This is an optimization exercise on Yosys and OpenROAD, whose aim is small area, not a production implementation.
Function was checked by simulation only, so behaviour that the tests miss may differ from the original.
Power and IR drop assume default switching activity.

old:
// regfile_scoreboard
module regfile_scoreboard
#(
  parameter int DATA_W   = regfile_scoreboard_pkg::DATA_W_DEF,
  parameter int ADDR_W   = regfile_scoreboard_pkg::ADDR_W_DEF,
  parameter int ZERO_REG = 1
) (
  input  logic              clk,
  input  logic              rst_n,
  input  logic [ADDR_W-1:0] rd_addr1,
  input  logic [ADDR_W-1:0] rd_addr2,
  output logic [DATA_W-1:0] rd_data1,
  output logic [DATA_W-1:0] rd_data2,
  input  logic              wr_en,
  input  logic [ADDR_W-1:0] wr_addr,
  input  logic [DATA_W-1:0] wr_data,
  input  logic              iss_en,
  input  logic [ADDR_W-1:0] iss_addr,
  output logic              busy1,
  output logic              busy2,
  output logic              stall,
  output logic [ADDR_W:0]   pend_cnt
);
  localparam int DEPTH = 2 ** ADDR_W;
  localparam int LO    = (ZERO_REG != 0) ? regfile_scoreboard_pkg::ZERO_IDX + 1 : 0;
  localparam int NT    = DEPTH - LO + 1;
  localparam int NG    = (NT + 2) / 3;
  localparam int CW    = (ZERO_REG != 0) ? ADDR_W : ADDR_W + 1;
  logic [DEPTH-1:0]  wdec, rdec1, rdec2, idec;
  logic [DATA_W-1:0] mem [DEPTH];
  logic [DEPTH-1:0]  vld;
  logic [DEPTH-1:0]  pend;
  logic [CW-1:0]     cnt;
  always_comb begin
    for (int i = 0; i < DEPTH; i++) begin
      wdec[i]  = (i >= LO) && wr_en  && (wr_addr  == ADDR_W'(i));
      idec[i]  = (i >= LO) && iss_en && (iss_addr == ADDR_W'(i));
      rdec1[i] = (i >= LO) && (rd_addr1 == ADDR_W'(i));
      rdec2[i] = (i >= LO) && (rd_addr2 == ADDR_W'(i));
    end
  end
  logic [DEPTH-1:0]  wdec_n;
  logic [DATA_W-1:0] mem_d [DEPTH];
  assign wdec_n = ~wdec;
  for (genvar i = LO; i < DEPTH; i++) begin : g_reg
    for (genvar b = 0; b < DATA_W; b++) begin : g_bit
      rf_hold u_hold (
        .we   (wdec[i]),
        .we_n (wdec_n[i]),
        .d    (wr_data[b]),
        .q    (mem[i][b]),
        .y    (mem_d[i][b])
      );
    end
  end
  ...
Size: about 3600 cells after synthesis, roughly 1100 flip-flops, ~130 I/O pins, ~42000 sq um of cells after synthesis.
Settings: LEC_CHECK=0, CAP_MARGIN=20, CORE_MARGIN=2, CORE_UTILIZATION=40, PLACE_DENSITY=0.75, SETUP_SLACK_MARGIN=0.5, SLEW_MARGIN=20, SYNTH_HIERARCHICAL=1; clock period 7.5 ns.
standard.sh (not shown) runs the stock make flow with config.mk's settings and CLKGATE_MAP_FILE= SYNTH_SCRIPT=/design/flow/synth_recipe.tcl, a recipe that flattens the netlist after the stock synthesis.
==> flow/flow/run.sh <==
#!/bin/bash
# Own layout flow: the standard ORFS flow (standard.sh) with two changes,
# passed to ORFS through its own environment variables:
#   - clock tree: no dummy loads, clkbuf_16 only, sink clusters of up to 25
#     flip-flops within 70 um (fewer, fuller leaf buffers)
#   - port buffers: every input and output port still gets a buffer, but the
#     plain buf_1 instead of a clkdlybuf4s50_1 delay cell
# The make output goes to flow_make.log in the work folder; each ORFS step
# writes its full log under orfs/logs/.
set -euo pipefail
export CTS_ARGS="-sink_clustering_enable -repair_clock_nets -dont_use_dummy_load -buf_list sky130_fd_sc_hd__clkbuf_16 -sink_clustering_size 25 -sink_clustering_max_diameter 70"
export BUFFER_PORTS_ARGS="-buffer_cell sky130_fd_sc_hd__buf_1"
bash standard.sh > flow_make.log 2>&1
old has completed all stages; timing, DRC and antenna checks passed.
Relative to old, the following input files were edited for new:
--- a/flow/flow/run.sh
+++ b/flow/flow/run.sh
@@ -4,2 +4,2 @@
-#   - clock tree: no dummy loads, clkbuf_16 only, sink clusters of up to 25
-#     flip-flops within 70 um (fewer, fuller leaf buffers)
+#   - clock tree: no dummy loads, clkbuf_16 only, sink clusters of up to 30
+#     flip-flops within 80 um (fewer, fuller leaf buffers)
@@ -11 +11 @@
-export CTS_ARGS="-sink_clustering_enable -repair_clock_nets -dont_use_dummy_load -buf_list sky130_fd_sc_hd__clkbuf_16 -sink_clustering_size 25 -sink_clustering_max_diameter 70"
+export CTS_ARGS="-sink_clustering_enable -repair_clock_nets -dont_use_dummy_load -buf_list sky130_fd_sc_hd__clkbuf_16 -sink_clustering_size 30 -sink_clustering_max_diameter 80"
--- a/flow/config.mk
+++ b/flow/config.mk
@@ -11 +11 @@
-export PLACE_DENSITY = 0.75
+export PLACE_DENSITY = 0.6
## What came out
new: all stages complete, timing, DRC and antenna checks passed. old: all stages complete, timing, DRC and antenna checks passed. Any difference in sequential portion of the cell area between old and new is small enough to ignore. Number of cells in the design after placement: old vs new — no meaningful difference. Per the comparison of new with old, delay of the slowest cell on the worst path lost 60 ps, total power consumption of the routed design lost 0.87%, maximum net fanout on the critical path picked up an extra 5. In new the data arrival time of the critical path turned out 90 ps lower than in old.

afterwards: timing with drivers on the ports:
In the flow no input, the clock included, has a driving cell. The finished layouts below were timed again as built, in two steps.
Step 1 assumes that a clkbuf_16 drives the clock port and a buf_2 every other input.
Step 2 adds t to the input delays and takes it off the output delays; t is the mean of the earliest and latest rising clock arrival at the registers after step 1. Input paths then give back, and output paths get back, about the clock's delay inside the block.
Three values: ideal ports, drivers, drivers and shift; two values: the first two.
run	shift t [ns]	slack for setup (ns)	worst setup path after step 2	latest minus earliest clock arrival (ns)	slew at the worst register clock pin (ns)
old	0.725	0.436 / 0.368 / 0.368	input to output	0.107 / 0.107	0.11 / 0.11
new	0.730	0.533 / 0.492 / 0.492	input to output	0.083 / 0.083	0.12 / 0.12
After both steps setup and hold are still met in every run listed. For old, which loses most, drivers alone change the setup slack by -0.068 ns; drivers and shift together by -0.068 ns.
